Context: an optimization exercise on an open-source flow, tuned for small area, a short achievable clock period and few clock cycles per item. The choices shown serve that exercise and are no tape-out recipe.
At most, simulation tests tie the RTL to the original design; equivalence was not proved.
Only the layout flow was run in runs 5 and 6; the RTL was not checked for function there.
No activity file was given, so power comes from the tool's default toggle rates.

## design/flow/flow/run.sh

```bash
#!/bin/bash
# Own layout flow: the standard flow, with every input and output port
# buffered by the smallest buffer (sky130_fd_sc_hd__buf_1) instead of the
# resizer's default choice. Everything else is the standard.sh.
set -euo pipefail
export BUFFER_PORTS_ARGS="-buffer_cell sky130_fd_sc_hd__buf_1"
bash standard.sh finish > flow_standard.log 2>&1 || { tail -50 flow_standard.log; exit 1; }
tail -5 flow_standard.log
```

## design/flow/standard.sh

```bash
#!/bin/bash
# synth_recipe.tcl (not shown) runs the flow's synth.tcl, then flattens the netlist and writes it again
# the make line also repeats each setting of config.mk as NAME=value (left out here)
make -C /OpenROAD-flow-scripts/flow DESIGN_CONFIG=/design/flow/config.mk WORK_HOME=/design/flow/orfs CLKGATE_MAP_FILE= SYNTH_SCRIPT=/design/flow/synth_recipe.tcl "${@:-finish}"
```

## design/flow/config.mk

```make
export PLATFORM = sky130hd
export DESIGN_NAME = audio_resample_packetizer_unit
export DESIGN_NICKNAME = audio_resample_packetizer_unit
export VERILOG_FILES = /design/flow/design.v
export SDC_FILE = /design/flow/constraint.sdc
export NUM_CORES = 4
export LEC_CHECK = 0
export CAP_MARGIN = 20
export CORE_MARGIN = 2
export CORE_UTILIZATION = 40
export PLACE_DENSITY = 0.6
export SETUP_SLACK_MARGIN = 4.8
export SLEW_MARGIN = 20
```

## design/flow/constraint.sdc

```tcl
create_clock -name core_clock -period 8.0 [get_ports {clk_i}]
set_input_delay 1.6000 -clock core_clock [delete_from_list [all_inputs] [get_ports {clk_i}]]
set_output_delay 1.6000 -clock core_clock [all_outputs]
set_load 0.01 [all_outputs]
```

## design/flow/design.v

```verilog
`default_nettype none
package arp_pkg;
  localparam int unsigned PACKET_FRAMES = 960;
  localparam int unsigned OUTPUT_RATE   = 48000;
  localparam int unsigned MIN_RATE      = 8000;
  localparam int unsigned RATE_W  = 19;
  localparam int unsigned PHASE_W = 21;   
  localparam int unsigned FRAME_W = 10;
  localparam int unsigned CFG_W   = 19;
  localparam int unsigned CIDX_W  = 2;
  localparam logic [CIDX_W-1:0] REG_SOURCE_RATE   = 2'd0;
  localparam logic [CIDX_W-1:0] REG_SAMPLE_FORMAT = 2'd1;
  localparam logic [CIDX_W-1:0] REG_STEREO_SOURCE = 2'd2;
  localparam logic [1:0] FMT_FLOAT = 2'd0;
  localparam logic [1:0] FMT_PCM16 = 2'd1;
  localparam logic [1:0] FMT_PCM32 = 2'd2;
  localparam logic [1:0] FMT_NONE  = 2'd3;
endpackage
`default_nettype wire
`default_nettype none
module arp_conv_pre (
  input  wire logic [31:0] raw_i,
  input  wire logic [1:0]  fmt_i,
  output logic      [15:0] v_o,      
  output logic      [3:0]  u_o,      
  output logic             st_o,     
  output logic             sgn_o,    
  output logic             big_o,    
  output logic             tiny_o    
);
  logic [7:0]  ex;
  logic [23:0] mant, q;
  logic [8:0]  mh;
  logic        nz14, b;
  logic [7:0]  x8, y8;
  logic        eq_ff, eq_00;
  arp_add #(.W(24)) u_sub (
    .a_i (mant),
    .b_i ({15'h7FFF, ~mh}),
    .c_i (!b),
    .s_o (q)
  );
  always_comb begin
    ex   = raw_i[30:23];
    mant = {1'b1, raw_i[22:0]};
    mh   = mant[23:15];
    nz14 = |mant[13:0];
    b    = mant[14] && (nz14 || mh[0]);
    x8    = mant[7:0];
    y8    = ~mh[7:0];
    eq_ff = &(x8 ^ y8);
    eq_00 = (x8 ^ y8) == {x8[6:0] | y8[6:0], 1'b0};
    st_o  = b ? !eq_00 : !eq_ff;
    u_o    = 4'(8'd126 - ex);
    sgn_o  = raw_i[31] && !((ex == 8'hFF) && (raw_i[22:0] != 23'd0));
    big_o  = ex >= 8'd127;
    tiny_o = ex <= 8'd110;
    case (fmt_i)
      arp_pkg::FMT_FLOAT: v_o = q[23:8];
      arp_pkg::FMT_PCM16: v_o = raw_i[15:0];
      default:            v_o = raw_i[31:16];
    endcase
  end
endmodule
module arp_conv_post (
  input  wire logic [15:0] v_i,
  input  wire logic [3:0]  u_i,
  input  wire logic        st_i,
  input  wire logic        sgn_i,
  input  wire logic        big_i,
  input  wire logic        tiny_i,
  input  wire logic        float_i,
  output logic      [15:0] sample_o
);
  logic [15:0] sh1, sh2, sh3, sh4, lmask, af, fin;
  logic        g2, s2, r2, rf;
  arp_add #(.W(16)) u_inc (
    .a_i (af ^ {16{sgn_i}}),
    .b_i (16'd0),
    .c_i (rf ^ sgn_i),
    .s_o (fin)
  );
  always_comb begin
    sh1   = u_i[3] ? {8'd0, v_i[15:8]} : v_i;
    sh2   = u_i[2] ? {4'd0, sh1[15:4]} : sh1;
    sh3   = u_i[1] ? {2'd0, sh2[15:2]} : sh2;
    sh4   = u_i[0] ? {1'd0, sh3[15:1]} : sh3;
    g2    = sh4[0];
    lmask = ~(16'hFFFF << u_i);
    s2    = st_i | (|(v_i & lmask));
    r2    = g2 && (s2 || sh4[1]);
    if (big_i) begin
      af = 16'h7FFF;
      rf = 1'b0;
    end else if (tiny_i) begin
      af = 16'h0000;
      rf = 1'b0;
    end else begin
      af = {1'b0, sh4[15:1]};
      rf = r2;
    end
    sample_o = float_i ? fin : v_i;
  end
endmodule
`default_nettype wire
`default_nettype none
module arp_add #(
  parameter int unsigned W = 8
) (
  input  wire logic [W-1:0] a_i,
  input  wire logic [W-1:0] b_i,
  input  wire logic         c_i,
  output logic      [W-1:0] s_o
);
  localparam int unsigned L = (W > 16) ? 5 : (W > 8) ? 4 : (W > 4) ? 3 : (W > 2) ? 2 : 1;
  logic [W-1:0] p;
  logic [L:0][W-1:0] gg;
  logic [L:0][W-1:0] pp;
  logic [W-1:0] cy;
  always_comb begin
    p     = a_i ^ b_i;
    gg[0] = a_i & b_i;
    pp[0] = p;
    for (int l = 0; l < L; l++) begin
      gg[l+1] = gg[l];
      pp[l+1] = pp[l];
      for (int i = 0; i < W; i++) begin
        if ((i >> l) & 1) begin
          gg[l+1][i] = gg[l][i] | (pp[l][i] & gg[l][((i >> l) << l) - 1]);
          pp[l+1][i] = pp[l][i] & pp[l][((i >> l) << l) - 1];
        end
      end
    end
    cy[0] = c_i;
    for (int i = 1; i < W; i++) cy[i] = gg[L][i-1] | (pp[L][i-1] & c_i);
    s_o = p ^ cy;
  end
endmodule
`default_nettype wire
`default_nettype none
module audio_resample_packetizer_unit (
  input  wire logic                       clk_i,
  input  wire logic                       rst_ni,
  input  wire logic                       in_valid_i,
  output logic                            in_ready_o,
  input  wire logic [31:0]                in_first_channel_i,
  input  wire logic [31:0]                in_second_channel_i,
  input  wire logic                       in_buffer_start_i,
  input  wire logic                       in_silent_i,
  input  wire logic [63:0]                in_time_ns_i,
  output logic                            out_valid_o,
  input  wire logic                       out_ready_i,
  output logic [15:0]                     out_left_sample_o,
  output logic [15:0]                     out_right_sample_o,
  output logic [15:0]                     out_packet_sequence_o,
  output logic                            out_first_of_packet_o,
  output logic                            out_last_of_packet_o,
  output logic [63:0]                     out_packet_time_ns_o,
  output logic                            out_last_of_run_o,
  input  wire logic                       cfg_we_i,
  input  wire logic [arp_pkg::CIDX_W-1:0] cfg_index_i,
  input  wire logic [arp_pkg::CFG_W-1:0]  cfg_wdata_i
);
  localparam int unsigned PW = arp_pkg::PHASE_W;
  localparam int unsigned RW = arp_pkg::RATE_W;
  localparam logic [PW-1:0] NEG_OUT = 21'h1F4480;
  logic [RW-1:0] rate_q;
  logic [1:0]    fmt_q;
  logic          stereo_q;
  logic [RW-1:0] wrate;
  assign wrate = (cfg_wdata_i[RW-1:0] < RW'(arp_pkg::MIN_RATE))
               ? RW'(arp_pkg::MIN_RATE) : cfg_wdata_i[RW-1:0];
  always_ff @(posedge clk_i or negedge rst_ni) begin
    if (!rst_ni) begin
      rate_q   <= RW'(arp_pkg::OUTPUT_RATE);
      fmt_q    <= arp_pkg::FMT_FLOAT;
      stereo_q <= 1'b1;
    end else if (cfg_we_i) begin
      unique case (cfg_index_i)
        arp_pkg::REG_SOURCE_RATE:   rate_q   <= wrate;
        arp_pkg::REG_SAMPLE_FORMAT: fmt_q    <= cfg_wdata_i[1:0];
        arp_pkg::REG_STEREO_SOURCE: stereo_q <= cfg_wdata_i[0];
        default: ;
      endcase
    end
  end
  logic [15:0] pv1, pv2, i_v1, i_v2;
  logic [3:0]  pu1, pu2, i_u1, i_u2;
  logic        pst1, pst2, psg1, psg2, pbg1, pbg2, ptn1, ptn2;
  logic        i_st1, i_st2, i_sg1, i_sg2, i_bg1, i_bg2, i_tn1, i_tn2;
  logic        i_v, i_start, i_silent;
  logic [63:0] t_q;
  arp_conv_pre u_pre1 (
    .raw_i (in_first_channel_i), .fmt_i (fmt_q),
    .v_o (pv1), .u_o (pu1), .st_o (pst1), .sgn_o (psg1), .big_o (pbg1), .tiny_o (ptn1)
  );
  arp_conv_pre u_pre2 (
    .raw_i (in_second_channel_i), .fmt_i (fmt_q),
    .v_o (pv2), .u_o (pu2), .st_o (pst2), .sgn_o (psg2), .big_o (pbg2), .tiny_o (ptn2)
  );
  logic               e_v, e_prod;
  logic [15:0]        e_l, e_r;
  logic [PW-1:0]      d_q, dn_q;
  logic [arp_pkg::FRAME_W-1:0] fip_q;
  logic [15:0]        seq_q;
  logic               first_q, plast_q, near_q;
  logic below, last, ov, take, step, fin, e_free, load_e, i_prod;
  logic [PW-1:0] res, rm, res_m, res_r, dn_r;
  logic [15:0]   cl, cr;
  assign below  = d_q[PW-1];
  assign last   = !dn_q[PW-1];
  assign ov     = e_v && below && e_prod;
  assign take   = ov && out_ready_i;
  assign step   = e_v && below && (take || !e_prod);
  assign fin    = e_v && (!below || (last && step));
  assign e_free = !e_v || fin;
  assign load_e = e_free && i_v;
  assign i_prod = i_silent || (fmt_q != arp_pkg::FMT_NONE);
  function automatic logic [1:0] ready_terms(
    input logic iv, input logic iprod, input logic ev, input logic bel,
    input logic lst, input logic eprod, input logic nr
  );
    logic h, en, et;
    h  = !(iv && !iprod) && !(ev && bel && !eprod && !lst);
    en = !ev || !bel || (lst && !eprod);
    et = ev && bel && eprod && lst;
    ready_terms = {h && (iv ? (!nr && en) : (!nr || en)),
                   h && et && !(iv && nr)};
  endfunction
  logic          rdy_now_q, rdy_take_q;
  logic          nx_iv, nx_isil, nx_iprod, nx_ev, nx_eprod, nx_near;
  logic [1:0]    nx_fmt, nx_rdy;
  logic [PW-1:0] nx_d, nx_dn;
  assign in_ready_o = rdy_now_q || (rdy_take_q && out_ready_i);
  assign res = below ? dn_q : d_q;
  assign rm  = PW'(rate_q) + NEG_OUT;
  arp_add #(.W(PW)) u_res_m (.a_i(res),  .b_i(NEG_OUT),     .c_i(1'b0), .s_o(res_m));
  arp_add #(.W(PW)) u_res_r (.a_i(res),  .b_i(rm),          .c_i(1'b0), .s_o(res_r));
  arp_add #(.W(PW)) u_dn_r  (.a_i(dn_q), .b_i(PW'(rate_q)), .c_i(1'b0), .s_o(dn_r));
  arp_conv_post u_post1 (
    .v_i (i_v1), .u_i (i_u1), .st_i (i_st1), .sgn_i (i_sg1), .big_i (i_bg1), .tiny_i (i_tn1),
    .float_i (fmt_q == arp_pkg::FMT_FLOAT), .sample_o (cl)
  );
  arp_conv_post u_post2 (
    .v_i (i_v2), .u_i (i_u2), .st_i (i_st2), .sgn_i (i_sg2), .big_i (i_bg2), .tiny_i (i_tn2),
    .float_i (fmt_q == arp_pkg::FMT_FLOAT), .sample_o (cr)
  );
  always_comb begin
    nx_iv    = in_ready_o ? in_valid_i : (i_v && !load_e);
    nx_isil  = in_ready_o ? in_silent_i : i_silent;
    nx_fmt   = (cfg_we_i && cfg_index_i == arp_pkg::REG_SAMPLE_FORMAT)
             ? cfg_wdata_i[1:0] : fmt_q;
    nx_iprod = nx_isil || (nx_fmt != arp_pkg::FMT_NONE);
    nx_ev    = load_e || (e_v && !fin);
    nx_eprod = load_e ? i_prod : e_prod;
    nx_near  = take ? (!plast_q && (fip_q >= arp_pkg::FRAME_W'(arp_pkg::PACKET_FRAMES - 13)))
                    : near_q;
    nx_d  = d_q;
    nx_dn = dn_q;
    if (load_e) begin
      nx_d  = i_start ? NEG_OUT : res_m;
      nx_dn = i_start ? rm : res_r;
    end else if (fin) begin
      nx_d  = res;
    end else if (step) begin
      nx_d  = dn_q;
      nx_dn = dn_r;
    end
    nx_rdy = ready_terms(nx_iv, nx_iprod, nx_ev, nx_d[PW-1], !nx_dn[PW-1], nx_eprod, nx_near);
  end
  always_ff @(posedge clk_i) begin
    if (in_ready_o) begin
      i_v1     <= pv1;
      i_u1     <= pu1;
      i_st1    <= pst1;
      i_sg1    <= psg1;
      i_bg1    <= pbg1;
      i_tn1    <= ptn1;
      i_v2     <= pv2;
      i_u2     <= pu2;
      i_st2    <= pst2;
      i_sg2    <= psg2;
      i_bg2    <= pbg2;
      i_tn2    <= ptn2;
      i_start  <= in_buffer_start_i;
      i_silent <= in_silent_i;
      t_q      <= in_time_ns_i;
    end
    if (load_e) begin
      e_l    <= i_silent ? 16'd0 : cl;
      e_r    <= i_silent ? 16'd0 : (stereo_q ? cr : cl);
      e_prod <= i_prod;
    end
  end
  always_ff @(posedge clk_i or negedge rst_ni) begin
    if (!rst_ni) begin
      i_v     <= 1'b0;
      e_v     <= 1'b0;
      d_q     <= '0;
      dn_q    <= '0;
      fip_q   <= '0;
      seq_q   <= '0;
      first_q <= 1'b1;
      plast_q <= 1'b0;
      near_q  <= 1'b0;
      rdy_now_q  <= 1'b1;
      rdy_take_q <= 1'b0;
    end else begin
      rdy_now_q  <= nx_rdy[1];
      rdy_take_q <= nx_rdy[0];
      near_q     <= nx_near;
      if (in_ready_o) i_v <= in_valid_i;
      else if (load_e) i_v <= 1'b0;
      e_v  <= nx_ev;
      d_q  <= nx_d;
      dn_q <= nx_dn;
      if (take) begin
        if (plast_q) begin
          fip_q <= '0;
          seq_q <= seq_q + 16'd1;
        end else begin
          fip_q <= fip_q + arp_pkg::FRAME_W'(1);
        end
        first_q <= plast_q;
        plast_q <= (fip_q == arp_pkg::FRAME_W'(arp_pkg::PACKET_FRAMES - 2));
      end
    end
  end
  assign out_valid_o           = ov;
  assign out_left_sample_o     = e_l;
  assign out_right_sample_o    = e_r;
  assign out_packet_sequence_o = seq_q;
  assign out_first_of_packet_o = first_q;
  assign out_last_of_packet_o  = plast_q;
  assign out_packet_time_ns_o  = plast_q ? t_q : 64'd0;
  assign out_last_of_run_o     = last;
endmodule
`default_nettype wire
```

==> flow_metrics.tcl, run 1 <==
set metrics [dict create \
    path_clk_slew_ns 0.06 \
    grt_pass1_wl_mm 87.3 \
    grt_antenna_before_repair 2 \
    fmax_mhz 268 \
    core_area_sq_um 43300 \
    drc 0 \
    synth_xor_area_frac 0.0691 \
    firstDrtPassIters 5 \
    finalWeightedCongestion 0.922 \
    synth_compound_area_frac 0.172 \
    finalCritPeriodShare 0.467 \
    routed_wl_mm 58.8 \
    cts_inserted_buffers 29 \
    gr-total-overflow 0 \
    routed_via_density 5.71 \
    ys_warn_count 6 \
    critPathTopFamily "buffers and inverters" \
    cp.required_ns 6.40 \
    synth_seq_cells 244 \
    drive_gt1_frac 0.295 \
    yosysMostFrequentCell "nand2_1" \
    crit_path_top_delay_cell "a21oi_4" \
    fin_nets 2488 \
    ir_drop_uv 222 \
    slew_headroom 0.359 \
    min_period_ns 3.74 \
    ys_types 94 \
    synthSimpleGateAreaFrac 0.181 \
    critical_path.cell_chain "buf_8 > a21oi_4 > clkinvlp_4 > buf_6" \
    status "complete, no violations" \
    cp_slowest_stage_delay_ns 0.17 \
    port_buffers 272 \
    finalNonFillerCells 2850 \
    maxSlewViolCount 0 \
    first_iter_violations 1179 \
    cts_hold_buffers 0 \
    finalSetupTns_ns 0 \
    maxCapViolCount 0 \
    synthCells 1886 \
    synth_edf_count 145 \
    grt_max_degree 72 \
    hold_violations 0 \
    synthArstFlopShare 0.398 \
    synthFlopType "edfxtp_1" \
    clockRootBuffer "clkbuf_16" \
    first_global_vias 16000 \
    worst_pin_slew_ns 0.961 \
    initial_core_util 0.407 \
    synthTopCellsByArea "edfxtp_1 (25%), dfrtp_1 (12%), ha_1 (5.8%), xnor2_1 (5.0%), nand2_1 (3.8%)" \
    synth_mux_area_frac 0.0792 \
    cts_tree "yes" \
    clockBufferDepth 3 \
    synth_nets 2133 \
    syn_area_sq_um 17600 \
    h-tree-depth 1 \
    cts_num_sinks 244 \
    crit_path_start_kind "primary input" \
    synth_top_family_by_area "simple AND/OR/NAND/NOR gates" \
    p_per_area_nw_per_um2 323 \
    area_growth_pct 35.6 \
    synth_top_area_share 0.247 \
    critPathKind "primary input to output pin" \
    critical_path_buf_inv_count 3 \
    placementRows 76 \
    utilization 0.552 \
    placed_cells 2659 \
    grtUsageTotal 0.243 \
    vias 16300 \
    setup_viol 0 \
    wl_per_cell_microns 20.6 \
    pin_count 273 \
    finClkSkew_ns 0.0150 \
    seq_area_frac_synth 0.388 \
    yosys.area_share.adder 0.0694 \
    p_leak_nw 9.65 \
    holdCritPathClass "register to register" \
    netlist.top_cell.by_area "edfxtp_1" \
    syn_avg_cell_area_sq_um 9.34 \
    clock_latency_ns 0.57 \
    drtAntennaViolNets 0 \
    dieArea_sq_um 45700 \
    place_hpwl_mm 38.8 \
    fp.dieW_microns 214 \
    critPathArrivalTime_ns 2.14 \
    critPathMaxFanout 3 \
    end_kind "output pin" \
    die_y_microns 214 \
    synthTopCellsByCount "nand2_1 (178), edfxtp_1 (145), nor2_1 (142)" \
    grt_setup_unrepaired "true" \
]
state kept, by name (all words and copies together), names as in the netlist, 2 cells and up:
name / flops
fip_q: 10
i_v1: 16
i_v2: 16
t_q: 64
fmt_q: 2
dn_q: 21
d_q: 21
e_r: 16
i_u1: 4
seq_q: 16
e_l: 16
i_u2: 4
rate_q: 19
layout make-up:
cell class	count	area [sq um]
Antenna cell	1	2.50
Clock buffer	31	733
Clock inverter	23	269
Fill cell	3745	19400
Inverter	86	349
Multi-Input combinational cell	1454	11700
Sequential cell	244	6840
Tap cell	585	732
Timing Repair Buffer	426	3290
worst reg2reg max path: stages, from the launching register on:
cell and delay [ns]:
edfxtp_1 0.41, buf_6 0.16, buf_6 0.12, mux2_1 0.32, mux4_2 0.48, mux2i_2 0.21
o21ai_0 0.22, xnor2_2 0.26, a2111o_1 0.51, o21ba_4 0.27, xor2_1 0.18, mux2i_1 0.13
o22ai_1 0.21
what timing repair did:
item                                    in CTS  in global routing
buffers inserted                            93                 28
gates cloned                                 6                  9
gates resized for setup                    209                390
endpoints found under the setup margin     197                154
pin swaps                                   83                 64
cells by family (layout without fill, tap and decap cells):
| group | count (synthesis) | in the layout |
|---|---|---|
| AND/OR/NAND/NOR | 643 | 643 |
| flip-flops | 244 | 244 |
| other | 0 | 1 |
| XOR/XNOR | 139 | 139 |
| multiplexers | 114 | 114 |
| buffers and inverters | 188 | 566 |
| adder cells (fa/ha/maj) | 92 | 92 |
| AO/OA/AOI/OAI | 466 | 466 |
power by group:
| part | switching, W | internal [W] |
|---|---|---|
| sequential | 0.000402 | 0.00182 |
| clock | 0.000557 | 0.000828 |
| combinational | 0.00231 | 0.00180 |
| total | 0.00327 | 0.00444 |
per-stage QoR:
stage	hold slack, ns	setup WS (ns)	power, W	area [sq um]
final	0.464	4.26	0.00771	23900
after global routing	0.504	4.21	0.00822	23900
after CTS	0.466	4.20	0.00750	22200
after detailed placement	0.453	3.46	0.00565	19600
after global placement	0.451	3.49	0.00557	19600
after floorplan	0.463	3.31	0.00477	18100
routing by layer:
metal	part of all wire	routed length, microns	track usage
met1	0.42	24500	0.324
met2	0.48	28000	0.397
met3	0.071	4170	0.0444
met4	0.038	2210	0.0807
met5	0.00012	7	0
cell usage in the layout, fill, tap and decap left out, types with 39 or more instances in the layout:
cell      count
inv_1        68
nand3_1      39
edfxtp_1    145
buf_6       104
buf_1       175
nor2_1      125
nand2_1     170
o21ai_0      85
and2_4       60
dfrtp_1      84
a21oi_1      82
ha_1         65
xnor2_1      84
mux2i_1      52
buf_4       100
final timing paths:
check	depth (start not counted)	startpoint	slack, ns	to
worst max-delay path	4	out_ready_i	4.26	in_ready_o
worst min-delay path	2	first_q$_DFFE_PN1P_	0.46	first_q$_DFFE_PN1P_
worst max register to register	12	i_u1[2]$_DFFE_PP_	4.34	e_r[6]$_SDFFCE_PP0P_
worst min register to register	2	first_q$_DFFE_PN1P_	0.46	first_q$_DFFE_PN1P_
max in group asynchronous	2	rst_ni	5.67	plast_q$_DFFE_PN0P_
min in group asynchronous	1	rst_ni	0.98	rate_q[4]$_DFFE_PN0P_
Testbench counts, summed over its fixed seeds: cycles 10,882, items 6,400.
==> run 2, diff against run 1 <==
--- a/design/flow/design.v
+++ b/design/flow/design.v
@@ -286,6 +286,7 @@
       i_silent <= in_silent_i;
       t_q      <= in_time_ns_i;
     end
+    dn_q <= nx_dn;
     if (load_e) begin
       e_l    <= i_silent ? 16'd0 : cl;
       e_r    <= i_silent ? 16'd0 : (stereo_q ? cr : cl);
@@ -297,7 +298,6 @@
       i_v     <= 1'b0;
       e_v     <= 1'b0;
       d_q     <= '0;
-      dn_q    <= '0;
       fip_q   <= '0;
       seq_q   <= '0;
       first_q <= 1'b1;
@@ -313,7 +313,6 @@
       else if (load_e) i_v <= 1'b0;
       e_v  <= nx_ev;
       d_q  <= nx_d;
-      dn_q <= nx_dn;
       if (take) begin
         if (plast_q) begin
           fip_q <= '0;
--- a/design/flow/config.mk
+++ b/design/flow/config.mk
@@ -8,6 +8,7 @@
 export CAP_MARGIN = 20
 export CORE_MARGIN = 2
 export CORE_UTILIZATION = 40
+export CTS_BUF_LIST = sky130_fd_sc_hd__clkbuf_8
 export PLACE_DENSITY = 0.6
 export SETUP_SLACK_MARGIN = 4.8
 export SLEW_MARGIN = 20
==> run 2 against run 1 <==
  * Count of clock-buffer cells in the layout is 16 higher
  * Maximum frequency is 1.4% higher
  * Critical endpoint unchanged
  * Sequential power is 2% higher
  * Largest power group unchanged
  * Sequential cell count stayed put
  * Area after synthesis is 0.70% higher
  * Cell count is 0.11% lower
==> flow_metrics.tcl, run 2 <==
set metrics [dict create \
    status "complete, no violations" \
    pin_count 273 \
    grt_pass1_wl_mm 86.5 \
    syn_avg_cell_area_sq_um 9.70 \
    maxSlewViolCount 0 \
    area_growth_pct 34.4 \
    place_hpwl_mm 37.3 \
    synthArstFlopShare 0.311 \
    multi_input_area_sq_um 11400 \
    cp_slowest_stage_delay_ns 0.24 \
    p_leak_nw 9.68 \
    finalSetupTns_ns 0 \
    cts_num_sinks 244 \
    synthFlopType "edfxtp_1" \
    h-tree-depth 2 \
    clockRootBuffer "clkbuf_8" \
    r2r-start "d_q[20]$_DFF_PN0_" \
    ys_types 97 \
    seq_area_frac_synth 0.390 \
    critPathArrivalTime_ns 2.09 \
    syn_area_sq_um 17700 \
    ys_warn_count 6 \
    wl_per_cell_microns 20.6 \
    placementRows 77 \
    grt_antenna_before_repair 1 \
    port_buffers 272 \
    synthTopCellsByArea "edfxtp_1 (28%), dfrtp_1 (9.3%), ha_1 (5.7%), xnor2_1 (3.8%), nand2_1 (3.1%)" \
    final_common_cell "buf_1" \
    fp.dieW_microns 215 \
    gr-total-overflow 0 \
    routed_via_density 5.78 \
    hold_violations 0 \
    mostFrequentLayoutCells "buf_1 (178), edfxtp_1 (165), nand2_1 (138)" \
    drc 0 \
    critPathLaunch "out_ready_i" \
    grt_max_degree 77 \
    dieArea_sq_um 46100 \
    reg.largest.list "t_q (64), d_q (21), dn_q (21)" \
    drive_gt1_frac 0.301 \
    synth_seq_cells 244 \
    fillers 3833 \
    vias 16400 \
    firstDrtPassIters 6 \
    hold_start "seq_q[15]$_DFFE_PN0P_" \
    clock_latency_ns 0.61 \
    crit_path_start_kind "primary input" \
    yosysMostFrequentCell "edfxtp_1" \
    critPathKind "primary input to output pin" \
    crit_path_top_delay_cell "a21o_4" \
    grtUsageTotal 0.233 \
    critPathMaxFanout 2 \
    synth_top_area_share 0.279 \
    fmax_mhz 271 \
    first_iter_violations 1381 \
    grt_setup_unrepaired "true" \
    fin_nets 2466 \
    first_global_vias 15500 \
    holdCritPathClass "register to register" \
    final-seq-area_sq_um 6940 \
    end_kind "output pin" \
    slew_headroom 0.324 \
    synth_edf_count 165 \
    p_total_w 0.00754 \
    synth_nets 2076 \
    clockBufferDepth 3 \
    core_area_sq_um 44000 \
    critical_path.cell_chain "buf_12 > a21o_4 > buf_6" \
    routed_wl_mm 58.7 \
    die_y_microns 215 \
    min_period_ns 3.69 \
    ir_drop_uv 136 \
    cp.required_ns 6.40 \
    path_clk_slew_ns 0.06 \
    p_per_area_nw_per_um2 316 \
    initial_core_util 0.403 \
    maxCapViolCount 0 \
    synthTopCellsByCount "edfxtp_1 (165), nand2_1 (145), nor2_1 (121)" \
    largest_reg_flops 64 \
    finClkSkew_ns 0.0326 \
    setup_viol 0 \
    cts_inserted_buffers 45 \
    netlist.top_cell.by_area "edfxtp_1" \
    cts_tree "yes" \
    worst_pin_slew_ns 1.01 \
    top_register "t_q" \
    finalCritPeriodShare 0.461 \
    finalWeightedCongestion 0.924 \
    drtAntennaViolNets 0 \
    synthCells 1829 \
]
run 2: cell types whose count changed after synthesis, moves of 12 or more:
cell,delta
edfxtp_1,+20
o21ai_0,-19
nand2b_1,-14
xnor2_1,-23
inv_1,+12
nor2_1,-21
dfrtp_1,-21
nand2_1,-33
nor4_1,-12
a21oi_1,-31
run 2: layer usage:
metal | GRT usage | wire [microns]
met5 | 0 | 0
met4 | 0.0894 | 2100
met1 | 0.322 | 25500
met2 | 0.367 | 27300
met3 | 0.0401 | 3800
run 2: worst max-delay path: cells and delay by family:
family	cells	cell delay (ns)
AO/OA/AOI/OAI	1	0.24
buffers and inverters	2	0.24
run 2: final timing paths:
| kind | slack [ns] | cells after the start | to |
|---|---|---|---|
| max in group asynchronous | 6.28 | 2 | d_q[20]$_DFF_PN0_ |
| min in group asynchronous | 1.14 | 2 | seq_q[15]$_DFFE_PN0P_ |
| worst min-delay path | 0.49 | 1 | seq_q[15]$_DFFE_PN0P_ |
| worst max-delay path | 4.31 | 3 | in_ready_o |
| worst min register to register | 0.49 | 1 | seq_q[15]$_DFFE_PN0P_ |
| worst max register to register | 4.34 | 14 | dn_q[20]$_DFF_P_ |
run 2: cells by family (layout without fill, tap and decap cells):
kind of cell | Yosys count | after routing | share of synthesized area
simple gates | 594 | 596 | 0.170
compound gates | 464 | 466 | 0.183
flops | 244 | 244 | 0.390
buf+inv | 202 | 623 | 0.0482
xor+xnor | 121 | 121 | 0.0597
mux | 113 | 113 | 0.0797
fa+ha+maj | 91 | 91 | 0.0684
other cells | 0 | 1 | 0
run 2: what timing repair did:
item / in CTS / in global routing
gates resized for setup: 215 / 340
hold buffers: 0 / 0
endpoints found under the setup margin: 166 / 153
pin swaps: 84 / 77
gates cloned: 14 / 9
buffers inserted: 94 / 39
run 2: area by class of cell:
cell class              count  area share
repair buffers            442       0.145
clock inverters            35      0.0129
clock buffers              47      0.0271
inverters                  99      0.0170
multi-input cells        1387       0.476
diodes                      1    0.000105
well taps                 592      0.0310
flip-flops and latches    244       0.291
run 2: per-stage QoR:
stage | hold slack (ns) | cell area (sq um) | std cells | util | setup WS, ns
3_3_place_gp | 0.462 | 19500 | 2608 | 0.443 | 3.58
6_report | 0.485 | 23900 | 2847 | 0.542 | 4.31
2_1_floorplan | 0.449 | 18100 | 1829 | - | 3.97
4_1_cts | 0.490 | 22300 | 2798 | 0.506 | 4.30
3_5_place_dp | 0.477 | 19500 | 2608 | 0.443 | 3.51
5_1_grt | 0.508 | 23900 | 2847 | 0.542 | 4.26
run 2: where the power goes:
part / total [W] / switching [W] / internal [W]
logic: 0.00399 / 0.00223 / 0.00176
registers: 0.00226 / 0.000409 / 0.00185
clock network: 0.00129 / 0.000553 / 0.000741
Testbench counts of run 2, summed over its fixed seeds: cycles 10,882, items 6,400.
==> run 3, diff against run 2 <==
--- a/design/flow/config.mk
+++ b/design/flow/config.mk
@@ -10,5 +10,5 @@
 export CORE_UTILIZATION = 40
 export CTS_BUF_LIST = sky130_fd_sc_hd__clkbuf_8
 export PLACE_DENSITY = 0.6
-export SETUP_SLACK_MARGIN = 4.8
+export SETUP_SLACK_MARGIN = 4.3
 export SLEW_MARGIN = 20
==> run 3 against run 2 <==
  * Still clean
  * Non-clock buffer count shrank 107
  * Area after synthesis is the same
  * Sequential cell count is the same
  * Maximum frequency shrank 0.40%
  * Worst hold slack lost 0.012 ns
  * Clock power shrank 9%
  * Clock skew shrank 0.0058 ns
  * First-iteration DRC count shrank 4.9%
  * Critical path type unchanged
==> flow_metrics.tcl, run 3 <==
set metrics [dict create \
    r2r-start "i_u1[2]$_DFFE_PP_" \
    grt_setup_unrepaired "true" \
    pwr-share-comb 0.498 \
    synth_top_area_share 0.279 \
    sw_frac_of_total 0.427 \
    grt_pass1_wl_mm 85.6 \
    synth_edf_count 165 \
    clockRootBuffer "clkbuf_8" \
    place_hpwl_mm 39.0 \
    die_y_microns 215 \
    hold_violations 0 \
    routed_via_density 5.71 \
    initial_core_util 0.403 \
    slew_headroom 0.356 \
    drc 0 \
    switchingPower_w 0.00291 \
    h-tree-depth 2 \
    synthArstFlopShare 0.311 \
    end_kind "output pin" \
    firstDrtPassIters 5 \
    fmax_mhz 270 \
    worst_pin_slew_ns 0.962 \
    whs_path_depth 1 \
    largest_reg_flops 64 \
    cts_inserted_buffers 45 \
    cp.required_ns 6.40 \
    clock_latency_ns 0.61 \
    min_period_ns 3.70 \
    mostFrequentLayoutCells "buf_1 (262), edfxtp_1 (165), nand2_1 (144)" \
    critPathArrivalTime_ns 2.10 \
    netlist.top_cell.by_area "edfxtp_1" \
    area_growth_pct 18.2 \
    critPathLaunch "out_ready_i" \
    drtAntennaViolNets 0 \
    preCtsSetupSlack_ns 3.46 \
    pin_count 273 \
    finalSetupTns_ns 0 \
    seq_power_share 0.329 \
    synthCells 1829 \
    p_leak_nw 8.35 \
    first_global_vias 15200 \
    ir_drop_uv 185 \
    critPathMaxFanout 4 \
    finalCritPeriodShare 0.463 \
    routed_wl_mm 54.9 \
    synthTopCellsByCount "edfxtp_1 (165), nand2_1 (145), nor2_1 (121)" \
    gr-total-overflow 0 \
    cts_hold_buffers 0 \
    p_int_w 0.00391 \
    utilization 0.477 \
    core_area_sq_um 44000 \
    endpoint "in_ready_o" \
    synth_nets 2076 \
    final_common_cell "buf_1" \
    grt_antenna_before_repair 12 \
    port_buffers 272 \
    critPathKind "primary input to output pin" \
    seq_area_frac_synth 0.390 \
    clockBufferDepth 3 \
    worstRegToRegCells 11 \
    yosysMostFrequentCell "edfxtp_1" \
    ys_warn_count 6 \
    syn_area_sq_um 17700 \
    crit_path_start_kind "primary input" \
    grtUsageTotal 0.234 \
    p_per_area_nw_per_um2 325 \
    holdCritPathClass "register to register" \
    dieArea_sq_um 46100 \
    finClkSkew_ns 0.0268 \
    top_register "t_q" \
    pwr-share-clk 0.173 \
    synthTopCellsByArea "edfxtp_1 (28%), dfrtp_1 (9.3%), ha_1 (5.7%), xnor2_1 (3.8%), nand2_1 (3.1%)" \
    finalWorstSetupSlack_ns 4.30 \
    maxSlewViolCount 0 \
    setup_viol 0 \
    cts_tree "yes" \
    drive_gt1_frac 0.144 \
    grt_max_degree 71 \
    wl_per_cell_microns 20.0 \
    ys_types 97 \
    maxCapViolCount 0 \
    vias 15700 \
    fp.dieW_microns 215 \
    placementRows 77 \
    reg.largest.list "t_q (64), d_q (21), dn_q (21)" \
    synth_seq_cells 244 \
    cts_num_sinks 244 \
    fin_nets 2359 \
    path_clk_slew_ns 0.06 \
    status "complete, no violations" \
    r2r-end "e_r[7]$_SDFFCE_PP0P_" \
    finalWeightedCongestion 0.902 \
    r2r_slack_ns 4.40 \
    first_iter_violations 1313 \
    synthFlopType "edfxtp_1" \
    syn_avg_cell_area_sq_um 9.70 \
]
run 3: cell counts after synthesis:
No cell type changed its count.
run 3: logic make-up (layout without fill, tap and decap cells):
kind of cell    Yosys count  in the layout  share of synthesized area
buf+inv                 202            514                     0.0482
other cells               0             10                          0
xor+xnor                121            121                     0.0597
compound gates          464            468                      0.183
flops                   244            244                      0.390
fa+ha+maj                91             91                     0.0684
mux                     113            113                     0.0797
simple gates            594            594                      0.170
run 3: how the worst min path moves through the flow:
stage / start / slack, ns / to
after detailed placement: seq_q[15]$_DFFE_PN0P_ / 0.46 / seq_q[15]$_DFFE_PN0P_
final: seq_q[15]$_DFFE_PN0P_ / 0.47 / seq_q[15]$_DFFE_PN0P_
after global placement: d_q[16]$_DFFE_PN0P_ / 0.46 / d_q[16]$_DFFE_PN0P_
after global routing: seq_q[15]$_DFFE_PN0P_ / 0.50 / seq_q[15]$_DFFE_PN0P_
after floorplan: d_q[16]$_DFFE_PN0P_ / 0.45 / d_q[16]$_DFFE_PN0P_
after CTS: seq_q[15]$_DFFE_PN0P_ / 0.48 / seq_q[15]$_DFFE_PN0P_
run 3: stage by stage:
step           instance area, sq um  hold WS (ns)  total power [W]  cells
6_report                      21000         0.473          0.00682   2747
5_1_grt                       21000         0.499          0.00732   2746
4_1_cts                       20400         0.477          0.00669   2702
3_5_place_dp                  19300         0.464          0.00537   2607
3_3_place_gp                  19300         0.462          0.00529   2607
2_1_floorplan                 18000         0.449          0.00457   1829
run 3: critical path, cell delays in order:
cell	delay [ns]
buf_12	0.10
a21o_4	0.25
buf_6	0.14
run 3: final cells by class:
class	count	area, sq um
Sequential cell	244	6930
Tap cell	592	741
Multi-Input combinational cell	1387	10400
Antenna cell	10	25.0
Timing Repair Buffer	335	1620
Clock buffer	53	729
Clock inverter	27	140
Fill cell	4268	23000
Inverter	99	380
run 3: what timing repair did:
item	4_1_cts	5_1_grt
hold endpoints to repair	0	0
setup endpoints to repair	54	72
cloned	4	1
gates resized for setup	18	51
buffers inserted	11	34
pin swaps	2	17
run 3: power by group through the flow:
stage | sequential (W) | combinational (W) | clock (W)
3_5_place_dp | 0.00227 | 0.00309 | 0
2_1_floorplan | 0.00206 | 0.00251 | 0
5_1_grt | 0.00229 | 0.00375 | 0.00127
6_report | 0.00224 | 0.00340 | 0.00118
4_1_cts | 0.00224 | 0.00323 | 0.00122
3_3_place_gp | 0.00226 | 0.00302 | 0
run 3: per-layer routing:
metal,track usage,vias to the layer above,routed length (microns)
met3,0.0540,111,4620
met4,0.106,6,1790
met5,0,-,41
met2,0.354,672,24500
met1,0.318,7527,23900
li1,-,7373,-
==> run 4, diff against run 3 <==
--- a/design/flow/config.mk
+++ b/design/flow/config.mk
@@ -7,8 +7,8 @@
 export LEC_CHECK = 0
 export CAP_MARGIN = 20
 export CORE_MARGIN = 2
-export CORE_UTILIZATION = 40
+export CORE_UTILIZATION = 55
 export CTS_BUF_LIST = sky130_fd_sc_hd__clkbuf_8
-export PLACE_DENSITY = 0.6
+export PLACE_DENSITY = 0.7
 export SETUP_SLACK_MARGIN = 4.3
 export SLEW_MARGIN = 20
==> run 4 against run 3 <==
  * Still clean on timing, DRC and antenna
  * Die area decreased by 27%
  * Clock skew grew 0.012 ns
  * Maximum frequency is 0.44% higher
  * Utilization increased by 17 points
  * Critical path type unchanged
  * Largest power group unchanged
==> flow_metrics.tcl, run 4 <==
set metrics [dict create \
    synth_edf_count 165 \
    min_period_ns 3.68 \
    clockBufferDepth 3 \
    synth_seq_cells 244 \
    slew_headroom 0.326 \
    synthTopCellsByArea "edfxtp_1 (28%), dfrtp_1 (9.3%), ha_1 (5.7%), xnor2_1 (3.8%), nand2_1 (3.1%)" \
    end_kind "output pin" \
    finalSetupTns_ns 0 \
    fmax_mhz 271 \
    h-tree-depth 2 \
    die_y_microns 184 \
    netlist.top_cell.by_area "edfxtp_1" \
    dieArea_sq_um 33700 \
    cts_num_sinks 244 \
    p_leak_nw 8.20 \
    critPathMaxFanout 7 \
    wl_per_cell_microns 20.5 \
    finalCritPeriodShare 0.461 \
    maxCapViolCount 0 \
    syn_area_sq_um 17700 \
    synthArstFlopShare 0.311 \
    ys_warn_count 6 \
    port_buffers 272 \
    crit_path_start_kind "primary input" \
    setup_viol 0 \
    reg.largest.list "t_q (64), d_q (21), dn_q (21)" \
    critPathArrivalTime_ns 2.08 \
    vias 15700 \
    yosysMostFrequentCell "edfxtp_1" \
    clockRootBuffer "clkbuf_8" \
    synthFlopType "edfxtp_1" \
    largest_reg_flops 64 \
    ir_drop_uv 273 \
    clock_latency_ns 0.59 \
    grt_setup_unrepaired "true" \
    firstDrtPassIters 5 \
    holdCritPathClass "register to register" \
    grtUsageTotal 0.307 \
    final_common_cell "buf_1" \
    seq_area_frac_synth 0.390 \
    area_growth_pct 15.5 \
    grt_antenna_before_repair 6 \
    synthTopCellsByCount "edfxtp_1 (165), nand2_1 (145), nor2_1 (121)" \
    synth_nets 2076 \
    place_hpwl_mm 37.3 \
    grt_pass1_wl_mm 81.8 \
    initial_core_util 0.561 \
    hold_violations 0 \
    path_clk_slew_ns 0.05 \
    ys_types 97 \
    cp.required_ns 6.40 \
    first_iter_violations 1232 \
    fillers 2638 \
    mostFrequentLayoutCells "buf_1 (264), edfxtp_1 (165), nand2_1 (143)" \
    top_register "t_q" \
    fin_nets 2338 \
    finalNonFillerCells 2535 \
    first_global_vias 15200 \
    worst_pin_slew_ns 1.01 \
    pin_count 273 \
    gr-total-overflow 0 \
    syn_avg_cell_area_sq_um 9.70 \
    routed_wl_mm 51.9 \
    drive_gt1_frac 0.137 \
    p_per_area_nw_per_um2 328 \
    finClkSkew_ns 0.0387 \
    grt_max_degree 71 \
    routed_via_density 6.20 \
    placed_cells 2417 \
    finalWeightedCongestion 0.919 \
    cts_inserted_buffers 44 \
    synthCells 1829 \
    drc 0 \
    maxSlewViolCount 0 \
    status "complete, no violations" \
    critPathKind "primary input to output pin" \
    placementRows 65 \
    cts_tree "yes" \
    fp.dieW_microns 184 \
    synth_top_area_share 0.279 \
    core_area_sq_um 31600 \
    drtAntennaViolNets 0 \
]
## run 4: area by class of cell
cell class,instances,area [sq um],area share
well taps,402,503,0.0245
multi-input cells,1385,10300,0.504
repair buffers,317,1490,0.0724
diodes,7,17.5,0.000854
inverters,99,390,0.0190
flip-flops and latches,244,6930,0.338
clock inverters,30,148,0.00720
clock buffers,51,702,0.0342
## run 4: per-stage QoR
stage / hold WS, ns / power, W / utilization / setup slack (ns) / area (sq um)
floorplan: 0.449 / 0.00457 / - / 3.97 / 18000
CTS: 0.479 / 0.00656 / 0.637 / 4.24 / 20200
finish: 0.473 / 0.00673 / 0.648 / 4.32 / 20500
global route: 0.515 / 0.00719 / 0.648 / 4.24 / 20500
global placement: 0.459 / 0.00526 / 0.603 / 3.34 / 19100
detailed placement: 0.465 / 0.00534 / 0.603 / 3.22 / 19100
## run 4: repair_timing
action                     in CTS  in global routing
setup endpoints to repair      69                 63
cloned                          2                  1
hold endpoints to repair        0                  0
hold buffers                    0                  0
setup buffers                  12                 15
pin swaps                       3                  9
resized for setup              20                 40
## run 4: layer usage
| metal | vias up | global-route usage | wire [microns] |
|---|---|---|---|
| li1 | 7326 | - | - |
| met3 | 127 | 0.0594 | 4360 |
| met5 | - | 0 | 0 |
| met4 | 0 | 0.126 | 2040 |
| met2 | 711 | 0.502 | 24200 |
| met1 | 7565 | 0.402 | 21300 |
## run 4: path summary, 6_finish.rpt
kind                       cells after the start                  start               endpoint  slack (ns)
max                                            3            out_ready_i             in_ready_o        4.32
min in group asynchronous                      1                 rst_ni   fip_q[1]$_DFFE_PN0P_        0.92
min                                            1  seq_q[15]$_DFFE_PN0P_  seq_q[15]$_DFFE_PN0P_        0.47
max reg2reg                                   11      i_u2[1]$_DFFE_PP_  e_r[14]$_SDFFCE_PP0P_        4.34
min reg2reg                                    1  seq_q[15]$_DFFE_PN0P_  seq_q[15]$_DFFE_PN0P_        0.47
max in group asynchronous                      2                 rst_ni   fmt_q[1]$_DFFE_PN0P_        5.98
## run 4: cells by family (layout without fill, tap and decap cells)
family	Yosys count	count (layout)	synth area share
adders and majority gates	91	91	0.0684
muxes	113	113	0.0797
buffers and inverters	202	497	0.0482
other	0	7	0
DFF	244	244	0.390
xor gates and xnor gates	121	121	0.0597
and+or+nand+nor	594	594	0.170
AOI/OAI and AO/OA	464	466	0.183
## run 4: worst max-delay path: stages
cell and delay (ns):
buf_6 0.12, a21o_4 0.22, buf_2 0.14
## run 4: report_power, final
group / switching [W] / leakage (nW) / total [W] / internal (W)
sequential: 0.000405 / 2.65 / 0.00225 / 0.00184
clock: 0.000543 / 0.484 / 0.00113 / 0.000588
combinational: 0.00193 / 5.07 / 0.00335 / 0.00141
total: 0.00288 / 8.20 / 0.00673 / 0.00385
==> run 5, diff against run 4 <==
--- a/design/flow/design.v
+++ b/design/flow/design.v
@@ -232,6 +232,10 @@
   logic [1:0]    nx_fmt, nx_rdy;
   logic [PW-1:0] nx_d, nx_dn;
   assign in_ready_o = rdy_now_q || (rdy_take_q && out_ready_i);
+  logic          i_load;
+  logic [1:0]    cur_rdy;
+  assign cur_rdy = ready_terms(i_v, i_prod, e_v, below, last, e_prod, near_q);
+  assign i_load  = cur_rdy[1] || (cur_rdy[0] && out_ready_i);
   assign res = below ? dn_q : d_q;
   assign rm  = PW'(rate_q) + NEG_OUT;
   arp_add #(.W(PW)) u_res_m (.a_i(res),  .b_i(NEG_OUT),     .c_i(1'b0), .s_o(res_m));
@@ -246,8 +250,8 @@
     .float_i (fmt_q == arp_pkg::FMT_FLOAT), .sample_o (cr)
   );
   always_comb begin
-    nx_iv    = in_ready_o ? in_valid_i : (i_v && !load_e);
-    nx_isil  = in_ready_o ? in_silent_i : i_silent;
+    nx_iv    = i_load ? in_valid_i : (i_v && !load_e);
+    nx_isil  = i_load ? in_silent_i : i_silent;
     nx_fmt   = (cfg_we_i && cfg_index_i == arp_pkg::REG_SAMPLE_FORMAT)
              ? cfg_wdata_i[1:0] : fmt_q;
     nx_iprod = nx_isil || (nx_fmt != arp_pkg::FMT_NONE);
@@ -269,7 +273,7 @@
     nx_rdy = ready_terms(nx_iv, nx_iprod, nx_ev, nx_d[PW-1], !nx_dn[PW-1], nx_eprod, nx_near);
   end
   always_ff @(posedge clk_i) begin
-    if (in_ready_o) begin
+    if (i_load) begin
       i_v1     <= pv1;
       i_u1     <= pu1;
       i_st1    <= pst1;
@@ -309,7 +313,7 @@
       rdy_now_q  <= nx_rdy[1];
       rdy_take_q <= nx_rdy[0];
       near_q     <= nx_near;
-      if (in_ready_o) i_v <= in_valid_i;
+      if (i_load) i_v <= in_valid_i;
       else if (load_e) i_v <= 1'b0;
       e_v  <= nx_ev;
       d_q  <= nx_d;
==> run 5 against run 4 <==
  * Highest routed layer unchanged
  * Non-clock buffer count up 33
  * Synthesized cell count down 0.27%
  * Maximum frequency is essentially flat
  * Combinational power up 58%
  * Sequential share of layout area hardly changed
  * Sequential cell count stayed put
  * Worst hold slack improved by 0.0019 ns
  * Via count is 2.3% lower
  * Cell count is 0.87% higher
  * Sequential power increased by 22%
  * Global-route usage shrank 1.8 points
==> flow_metrics.tcl, run 5 <==
set metrics [dict create \
    grt_setup_unrepaired "true" \
    pwr-share-clk 0.120 \
    core_area_sq_um 31400 \
    finClkSkew_ns 0.0205 \
    gr-total-overflow 0 \
    synth_compound_area_frac 0.171 \
    port_buffers 272 \
    preCtsSetupSlack_ns 3.38 \
    clock_latency_ns 0.58 \
    synth_top_family_by_area "simple AND/OR/NAND/NOR gates" \
    final_common_cell "buf_1" \
    fin_nets 2368 \
    pwr-share-comb 0.579 \
    first_global_vias 14600 \
    placementRows 65 \
    maxCapViolCount 0 \
    p_leak_nw 8.27 \
    cts_tree "yes" \
    grt_antenna_before_repair 0 \
    area_growth_pct 17.9 \
    reg.largest.list "t_q (64), d_q (21), dn_q (21)" \
    worst_pin_slew_ns 1.02 \
    critPathKind "primary input to output pin" \
    drtAntennaViolNets 0 \
    p_per_area_nw_per_um2 444 \
    dieArea_sq_um 33100 \
    maxSlewViolCount 0 \
    yosys.area_share.adder 0.0696 \
    grt_max_degree 77 \
    yosysMostFrequentCell "edfxtp_1" \
    syn_avg_cell_area_sq_um 9.56 \
    clockBufferDepth 3 \
    largest_reg_flops 64 \
    firstDrtPassIters 7 \
    slew_headroom 0.317 \
    holdCritPathClass "register to register" \
    cts_num_sinks 244 \
    p_int_w 0.00500 \
    synthSimpleGateAreaFrac 0.176 \
    drive_gt1_frac 0.142 \
    synth_top_area_share 0.284 \
    finalWeightedCongestion 0.941 \
    switchingPower_w 0.00412 \
    cts_hold_buffers 0 \
    hold_violations 0 \
    finalWorstSetupSlack_ns 4.32 \
    syn_area_sq_um 17400 \
    synthArstFlopShare 0.311 \
    mostFrequentLayoutCells "buf_1 (261), edfxtp_1 (165), nand2_1 (148)" \
    grtUsageTotal 0.289 \
    synthTopCellsByArea "edfxtp_1 (28%), dfrtp_1 (9.5%), ha_1 (5.8%), xnor2_1 (4.6%), a21oi_1 (3.3%)" \
    synth_nets 2071 \
    synthCells 1824 \
    setup_viol 0 \
    pin_count 273 \
    ir_drop_uv 241 \
    seq_area_frac_synth 0.398 \
    synth_seq_cells 244 \
    place_hpwl_mm 34.8 \
    routed_via_density 6.01 \
    fmax_mhz 272 \
    end_kind "output pin" \
    n_antenna_cell 0 \
    fin_area_sq_um 20500 \
    place_area_sq_um 18800 \
    netlist.top_cell.by_area "edfxtp_1" \
    critPathMaxFanout 5 \
    synth_mux_area_frac 0.0738 \
    clockRootBuffer "clkbuf_8" \
    routed_wl_mm 49.5 \
    seq_power_share 0.301 \
    synthTopCellsByCount "edfxtp_1 (165), nand2_1 (153), nor2_1 (151)" \
    utilization 0.655 \
    initial_core_util 0.555 \
    finalSetupTns_ns 0 \
    cts_inserted_buffers 43 \
    crit_path_start_kind "primary input" \
    ys_warn_count 6 \
    path_clk_slew_ns 0.06 \
    sw_frac_of_total 0.452 \
    synthFlopType "edfxtp_1" \
    synth_edf_count 165 \
    finalCritPeriodShare 0.460 \
    critPathArrivalTime_ns 2.08 \
    first_iter_violations 1176 \
    grt_pass1_wl_mm 76.8 \
    h-tree-depth 2 \
    top_register "t_q" \
    drc 0 \
    min_period_ns 3.68 \
    die_y_microns 182 \
    wl_per_cell_microns 19.3 \
    ys_types 97 \
    vias 15400 \
    status "complete, no violations" \
    fp.dieW_microns 182 \
    synth_xor_area_frac 0.0673 \
    cp.required_ns 6.40 \
]
==> run 5: changes by cell type in the layout (fill, tap and decap cells not counted), moves of 11 or more <==
| cell | previous run | this run |
|---|---|---|
| xnor2_1 | 76 | 90 |
| a31oi_1 | 24 | 10 |
| nor2_1 | 115 | 146 |
| a21oi_1 | 81 | 109 |
| buf_4 | 35 | 68 |
| mux2i_1 | 49 | 38 |
==> run 5: worst paths after layout <==
check,start,end,slack (ns),cells after the start
hold reg to reg,seq_q[15]$_DFFE_PN0P_,seq_q[15]$_DFFE_PN0P_,0.48,1
max in group asynchronous,rst_ni,plast_q$_DFFE_PN0P_,6.21,2
setup reg to reg,rate_q[8]$_DFFE_PN1P_,rdy_now_q$_DFF_PN1_,4.33,14
min in group asynchronous,rst_ni,rate_q[10]$_DFFE_PN0P_,1.17,2
setup / recovery,out_ready_i,in_ready_o,4.32,3
hold / removal,seq_q[15]$_DFFE_PN0P_,seq_q[15]$_DFFE_PN0P_,0.48,1
==> run 5: repair_timing <==
item | in CTS | in global routing
pin swaps | 3 | 33
setup endpoints to repair | 145 | 46
resized for setup | 21 | 66
cloned | 0 | 3
setup buffers | 22 | 39
==> run 5: final cells by class <==
cell class / instances / area, sq um
Inverter: 96 / 369
Clock inverter: 33 / 181
Tap cell: 402 / 503
Timing Repair Buffer: 350 / 1740
Multi-Input combinational cell: 1386 / 10200
Fill cell: 2606 / 10800
Sequential cell: 244 / 6940
Clock buffer: 46 / 633
==> run 5: cells by family (layout without fill, tap and decap cells) <==
family          Yosys count  count (layout)
flops                   244             244
fa+ha+maj                91              91
mux                      99              99
simple gates            616             616
xor+xnor                134             134
compound gates          446             446
buf+inv                 194             525
==> run 5: metal layers <==
metal / vias to the layer above / GRT usage / routed length (microns)
met3: 111 / 0.0570 / 3830
met4: 0 / 0.116 / 1620
met1: 7299 / 0.385 / 21100
met5: - / 0 / 0
met2: 686 / 0.465 / 22900
li1: 7278 / - / -
==> run 5: power by group through the flow <==
stage	Combinational, W	Sequential (W)	Clock, W
floorplan	0.00376	0.00248	0
finish	0.00528	0.00274	0.00110
CTS	0.00477	0.00273	0.00112
global placement	0.00437	0.00284	0
global route	0.00577	0.00280	0.00118
detailed placement	0.00448	0.00286	0
==> run 5: critical path, stage by stage <==
cell	delay (ns)
buf_6	0.12
a21o_1	0.20
buf_2	0.16
==> run 5: through the flow <==
stage | total power [W] | hold slack (ns) | std cells
after floorplan | 0.00625 | 0.446 | 1824
after global placement | 0.00721 | 0.458 | 2414
after detailed placement | 0.00734 | 0.461 | 2414
after CTS | 0.00862 | 0.473 | 2515
after global routing | 0.00975 | 0.483 | 2557
final | 0.00912 | 0.475 | 2557
==> run 6, diff against run 5 <==
--- a/design/flow/config.mk
+++ b/design/flow/config.mk
@@ -10,5 +10,5 @@
 export CORE_UTILIZATION = 55
 export CTS_BUF_LIST = sky130_fd_sc_hd__clkbuf_8
 export PLACE_DENSITY = 0.7
-export SETUP_SLACK_MARGIN = 4.3
+export SETUP_SLACK_MARGIN = 4.45
 export SLEW_MARGIN = 20
==> run 6 against run 5 <==
  * Sequential cell count did not move
  * First-iteration DRC count grew 30%
  * Count of clock-buffer cells in the layout rose by 5
  * Maximum frequency is 1.3% lower
  * Utilization up 3.1 points
  * Critical path type is now register to register
  * Sequential share of layout area fell by 1.5 points
  * Highest routed layer unchanged
  * Register-to-register slack lost 0.06 ns
  * Critical path depth increased by 11
==> flow_metrics.tcl, run 6 <==
set metrics [dict create \
    initial_core_util 0.555 \
    min_period_ns 3.73 \
    placementRows 65 \
    utilization 0.686 \
    finalSetupTns_ns 0 \
    grt_antenna_before_repair 0 \
    fin_area_sq_um 21500 \
    synth_edf_count 165 \
    p_per_area_nw_per_um2 448 \
    status "complete, no violations" \
    critPathMaxFanout 5 \
    wl_per_cell_microns 20.1 \
    reg.largest.list "t_q (64), d_q (21), dn_q (21)" \
    area_growth_pct 23.5 \
    grt_pass1_wl_mm 79.8 \
    p_leak_nw 8.72 \
    hold_violations 0 \
    first_iter_violations 1525 \
    gr-total-overflow 0 \
    maxSlewViolCount 0 \
    drc 0 \
    n_antenna_cell 0 \
    dieArea_sq_um 33100 \
    h-tree-depth 2 \
    cts_hold_buffers 0 \
    finalWeightedCongestion 0.913 \
    port_buffers 272 \
    final_common_cell "buf_1" \
    fin_nets 2423 \
    place_hpwl_mm 35.4 \
    worst_pin_slew_ns 1.13 \
    firstDrtPassIters 7 \
    maxCapViolCount 0 \
    synthTopCellsByCount "edfxtp_1 (165), nand2_1 (153), nor2_1 (151)" \
    first_global_vias 15100 \
    syn_area_sq_um 17400 \
    routed_via_density 6.09 \
    yosysMostFrequentCell "edfxtp_1" \
    critPathArrivalTime_ns 4.22 \
    core_area_sq_um 31400 \
    top_register "t_q" \
    largest_reg_flops 64 \
    grt_setup_unrepaired "true" \
    path_clk_slew_ns 0.06 \
    synthFlopType "edfxtp_1" \
    finalWorstSetupSlack_ns 4.27 \
    synth_top_area_share 0.284 \
    mostFrequentLayoutCells "buf_1 (248), edfxtp_1 (165), nand2_1 (146)" \
    clockRootBuffer "clkbuf_8" \
    routed_wl_mm 52.6 \
    syn_avg_cell_area_sq_um 9.56 \
    grtUsageTotal 0.300 \
    fmax_mhz 268 \
    holdCritPathClass "register to register" \
    end_kind "register" \
    synthCells 1824 \
    netlist.top_cell.by_area "edfxtp_1" \
    critPathKind "register to register" \
    vias 15900 \
    place_area_sq_um 18900 \
    pin_count 273 \
    finClkSkew_ns 0.0377 \
    cp.required_ns 8.49 \
    setup_viol 0 \
    synthTopCellsByArea "edfxtp_1 (28%), dfrtp_1 (9.5%), ha_1 (5.8%), xnor2_1 (4.6%), a21oi_1 (3.3%)" \
    ir_drop_uv 245 \
    ys_types 97 \
    preCtsSetupSlack_ns 3.71 \
    cts_num_sinks 244 \
    whs_ns 0.480 \
    synth_nets 2071 \
    cts_inserted_buffers 45 \
    seq_area_frac_synth 0.398 \
    synthArstFlopShare 0.311 \
    ys_warn_count 6 \
    grt_max_degree 75 \
    synth_seq_cells 244 \
    finalCritPeriodShare 0.466 \
    cts_tree "yes" \
    clock_latency_ns 0.60 \
    slew_headroom 0.247 \
    fp.dieW_microns 182 \
    die_y_microns 182 \
    clockBufferDepth 3 \
    drive_gt1_frac 0.197 \
    crit_path_start_kind "register" \
    drtAntennaViolNets 0 \
]
[run 6: cell counts after synthesis]
No cell type changed its count.
[run 6: per-layer routing]
metal  vias up  routed length, microns  track usage
met5         -                       0            0
met2       840                   24000        0.472
met1      7560                   22100        0.418
met4         0                    1790        0.104
met3       145                    4680       0.0580
li1       7387                       -            -
[run 6: area by class of cell]
type,count,area (sq um)
inverters,96,378
clock buffers,51,702
multi-input cells,1386,10600
fillers,2496,9870
well taps,402,503
repair buffers,403,2250
clock inverters,33,169
flip-flops and latches,244,6940
[run 6: logic make-up (layout without fill, tap and decap cells)]
group           after synthesis  count (layout)  share of synthesized area
simple gates                616             616                      0.176
compound gates              446             446                      0.171
flops                       244             244                      0.398
buf+inv                     194             583                     0.0451
xor+xnor                    134             134                     0.0673
mux                          99              99                     0.0738
fa+ha+maj                    91              91                     0.0696
[run 6: final timing paths]
path	endpoint	slack, ns	cells after the start	from
setup / recovery	rdy_now_q$_DFF_PN1_	4.27	14	d_q[20]$_DFF_PN0_
hold / removal	d_q[19]$_DFFE_PN0P_	0.48	1	d_q[19]$_DFFE_PN0P_
setup reg to reg	rdy_now_q$_DFF_PN1_	4.27	14	d_q[20]$_DFF_PN0_
hold reg to reg	d_q[19]$_DFFE_PN0P_	0.48	1	d_q[19]$_DFFE_PN0P_
max in group asynchronous	plast_q$_DFFE_PN0P_	5.95	2	rst_ni
min in group asynchronous	d_q[13]$_DFFE_PN0P_	0.93	1	rst_ni
[run 6: worst max-delay path, stage by stage, from the launching register on]
cell and delay [ns]:
dfrtp_2 0.43, buf_6 0.14, buf_16 0.13, buf_4 0.16, mux2_4 0.34, ha_4 0.27, a21o_1 0.18, a21oi_2 0.17
o21bai_1 0.11, o311a_1 0.37, o41ai_2 0.32, xor2_1 0.24, mux2i_1 0.21, o211ai_1 0.16, o311ai_1 0.36
[run 6: repair_timing]
item / CTS / global route
resized for setup: 58 / 117
setup endpoints to repair: 118 / 69
pin swaps: 22 / 58
buffers inserted: 39 / 74
cloned: 2 / 2
[run 6: stage by stage]
| step | total power (W) | instances |
|---|---|---|
| global route | 0.0102 | 2615 |
| CTS | 0.00894 | 2539 |
| global placement | 0.00723 | 2414 |
| detailed placement | 0.00736 | 2414 |
| floorplan | 0.00626 | 1824 |
| finish | 0.00964 | 2615 |
[run 6: power breakdown]
group	switching, W	leakage [nW]	total [W]	internal (W)
clock	0.000559	0.517	0.00115	0.000593
combinational	0.00324	5.64	0.00577	0.00252
sequential	0.000555	2.56	0.00272	0.00217
total	0.00436	8.72	0.00964	0.00529
==> run 7, diff against run 6 <==
--- a/design/flow/design.v
+++ b/design/flow/design.v
@@ -4,7 +4,7 @@
   localparam int unsigned OUTPUT_RATE   = 48000;
   localparam int unsigned MIN_RATE      = 8000;
   localparam int unsigned RATE_W  = 19;
-  localparam int unsigned PHASE_W = 21;   
+  localparam int unsigned PHASE_W = 20;   
   localparam int unsigned FRAME_W = 10;
   localparam int unsigned CFG_W   = 19;
   localparam int unsigned CIDX_W  = 2;
@@ -72,7 +72,7 @@
   input  wire logic        float_i,
   output logic      [15:0] sample_o
 );
-  logic [15:0] sh1, sh2, sh3, sh4, lmask, af, fin;
+  logic [15:0] sh1, sh2, sh3, sh4, af, fin;
   logic        g2, s2, r2, rf;
   arp_add #(.W(16)) u_inc (
     .a_i (af ^ {16{sgn_i}}),
@@ -86,8 +86,8 @@
     sh3   = u_i[1] ? {2'd0, sh2[15:2]} : sh2;
     sh4   = u_i[0] ? {1'd0, sh3[15:1]} : sh3;
     g2    = sh4[0];
-    lmask = ~(16'hFFFF << u_i);
-    s2    = st_i | (|(v_i & lmask));
+    s2    = st_i | (u_i[3] && (|v_i[7:0])) | (u_i[2] && (|sh1[3:0]))
+          | (u_i[1] && (|sh2[1:0])) | (u_i[0] && sh3[0]);
     r2    = g2 && (s2 || sh4[1]);
     if (big_i) begin
       af = 16'h7FFF;
@@ -163,7 +163,7 @@
 );
   localparam int unsigned PW = arp_pkg::PHASE_W;
   localparam int unsigned RW = arp_pkg::RATE_W;
-  localparam logic [PW-1:0] NEG_OUT = 21'h1F4480;
+  localparam logic [PW-1:0] NEG_OUT = 20'hF4480;
   logic [RW-1:0] rate_q;
   logic [1:0]    fmt_q;
   logic          stereo_q;
--- a/design/flow/config.mk
+++ b/design/flow/config.mk
@@ -7,8 +7,8 @@
 export LEC_CHECK = 0
 export CAP_MARGIN = 20
 export CORE_MARGIN = 2
-export CORE_UTILIZATION = 55
+export CORE_UTILIZATION = 65
 export CTS_BUF_LIST = sky130_fd_sc_hd__clkbuf_8
-export PLACE_DENSITY = 0.7
-export SETUP_SLACK_MARGIN = 4.45
+export PLACE_DENSITY = 0.8
+export SETUP_SLACK_MARGIN = 4.3
 export SLEW_MARGIN = 20
==> run 7 against run 6 <==
  * Combinational power is about 30% lower
  * Setup slack worse by 0.16 ns
  * Non-clock buffer count is 38 lower
  * Count of clock-buffer cells in the layout is 3 lower
  * Global-route usage is 4.3 points higher
  * Largest cell class unchanged
  * Critical endpoint is now i_v1[12]$_DFFE_PP_
  * Maximum frequency is 4.1% lower
  * Sequential power is 11% lower
  * Still clean
==> flow_metrics.tcl, run 7 <==
set metrics [dict create \
    final_common_cell "buf_1" \
    crit_path_top_delay_cell "or4_4" \
    first_global_vias 14800 \
    p_per_area_nw_per_um2 374 \
    die_y_microns 167 \
    synth_seq_cells 242 \
    finalWorstSetupSlack_ns 4.11 \
    crit_path_start_kind "primary input" \
    synth_nets 1987 \
    critPathMaxFanout 4 \
    cts_inserted_buffers 41 \
    status "complete, no violations" \
    p_total_w 0.00764 \
    yosys.area_share.adder 0.0692 \
    clock_latency_ns 0.57 \
    dieArea_sq_um 27700 \
    synth_compound_area_frac 0.153 \
    routed_wl_mm 49.8 \
    end_kind "register" \
    synthCells 1742 \
    yosysMostFrequentCell "edfxtp_1" \
    cts_hold_buffers 0 \
    h-tree-depth 2 \
    grt_antenna_before_repair 4 \
    setup_viol 0 \
    grt_setup_unrepaired "true" \
    path_clk_slew_ns 0.07 \
    wl_per_cell_microns 20.5 \
    critical_path_buf_inv_count 2 \
    top_register "t_q" \
    slew_headroom 0.295 \
    fin_nets 2302 \
    worst_pin_slew_ns 1.06 \
    drtAntennaViolNets 0 \
    ir_drop_uv 243 \
    synthTopCellsByCount "edfxtp_1 (164), nand2_1 (138), nor2_1 (126)" \
    synth_top_family_by_area "simple AND/OR/NAND/NOR gates" \
    grt_max_degree 76 \
    fp.dieW_microns 167 \
    pin_count 273 \
    cp_slowest_stage_delay_ns 0.52 \
    drive_gt1_frac 0.170 \
    critPathKind "primary input to register" \
    hold_violations 0 \
    p_leak_nw 8.16 \
    finalWeightedCongestion 0.925 \
    finalSetupTns_ns 0 \
    synth_mux_area_frac 0.0964 \
    drc 0 \
    reg.largest.list "t_q (64), d_q (20), dn_q (20)" \
    core_area_sq_um 26000 \
    cp.required_ns 8.38 \
    holdCritPathClass "register to register" \
    finClkSkew_ns 0.0237 \
    maxSlewViolCount 0 \
    synthFlopType "edfxtp_1" \
    mostFrequentLayoutCells "buf_1 (244), edfxtp_1 (164), nand2_1 (134)" \
    largest_reg_flops 64 \
    maxCapViolCount 0 \
    clockBufferDepth 3 \
    fmax_mhz 257 \
    synth_xor_area_frac 0.0688 \
    cts_num_sinks 242 \
    critPathArrivalTime_ns 4.27 \
    finalCritPeriodShare 0.486 \
    place_hpwl_mm 34.5 \
    syn_area_sq_um 17200 \
    ys_types 84 \
    routed_via_density 6.36 \
    firstDrtPassIters 6 \
    grtUsageTotal 0.344 \
]
==> run 7: cell count changes in the layout (fill, tap and decap cells not counted), sizes merged, moves of 16 or more <==
cell / before / now
xnor2: 91 / 108
nor2: 151 / 126
xor2: 43 / 27
nor3: 43 / 26
nand2b: 16 / 33
buf: 380 / 354
inv: 111 / 90
==> run 7: final timing paths <==
| path | cells past startpoint | from | endpoint | slack, ns |
|---|---|---|---|---|
| max | 13 | in_first_channel_i[5] | i_v1[12]$_DFFE_PP_ | 4.11 |
| min | 2 | rate_q[12]$_DFFE_PN1P_ | rate_q[12]$_DFFE_PN1P_ | 0.49 |
| max reg2reg | 16 | d_q[19]$_DFF_PN0_ | dn_q[9]$_DFFE_PP_ | 4.39 |
| min reg2reg | 2 | rate_q[12]$_DFFE_PN1P_ | rate_q[12]$_DFFE_PN1P_ | 0.49 |
| max in group asynchronous | 2 | rst_ni | fmt_q[0]$_DFFE_PN0P_ | 5.98 |
| min in group asynchronous | 1 | rst_ni | rate_q[10]$_DFFE_PN0P_ | 0.97 |
==> run 7: cell families (layout without fill, tap and decap cells) <==
group | count (synthesis) | count (layout)
adders and majority gates | 89 | 89
DFF | 242 | 242
xor gates and xnor gates | 135 | 135
AOI/OAI and AO/OA | 404 | 404
and+or+nand+nor | 576 | 576
muxes | 123 | 124
buffers and inverters | 173 | 519
other | 0 | 4
==> run 7: worst reg2reg max path: stages, from the launching register on <==
cell      delay (ns)
dfrtp_1         0.40
buf_12          0.15
mux2_2          0.34
ha_2            0.18
fa_2            0.34
a21o_1          0.17
a21o_1          0.19
a21o_1          0.19
a21oi_1         0.16
nor2b_1         0.09
o21ai_1         0.20
nand2b_1        0.11
fa_1            0.39
xnor2_1         0.15
nor2_1          0.05
a21oi_1         0.12
o22ai_1         0.08
==> run 7: area by class of cell <==
type / instances / area [sq um]
Antenna cell: 4 / 10.0
Sequential cell: 242 / 6880
Tap cell: 335 / 419
Multi-Input combinational cell: 1328 / 10100
Inverter: 79 / 308
Clock inverter: 27 / 188
Timing Repair Buffer: 365 / 1910
Clock buffer: 48 / 661
Fill cell: 1703 / 5550
==> run 7: per-stage QoR <==
step                      cells  hold slack [ns]
after global placement     2271            0.462
after CTS                  2369            0.493
after floorplan            1742            0.463
final                      2428            0.493
after global routing       2427            0.513
after detailed placement   2271            0.484
==> run 7: metal layers <==
metal / routed length, microns / GRT usage / part of all wire
met4: 2240 / 0.142 / 0.045
met5: 0 / 0 / 0
met2: 23600 / 0.553 / 0.47
met3: 4420 / 0.0687 / 0.089
met1: 19600 / 0.460 / 0.39
==> run 7: power breakdown <==
group	total [W]	internal, W	switching (W)
registers	0.00243	0.00197	0.000463
logic	0.00405	0.00178	0.00227
clock network	0.00116	0.000620	0.000538
==> run 7: repair_timing <==
action,4_1_cts,5_1_grt
setup endpoints to repair,83,59
pin swaps,23,21
resized for setup,67,59
setup buffers,22,54
hold endpoints to repair,0,0
gates cloned,1,1
Testbench counts of run 7, summed over its fixed seeds: cycles 10,882, items 6,400.
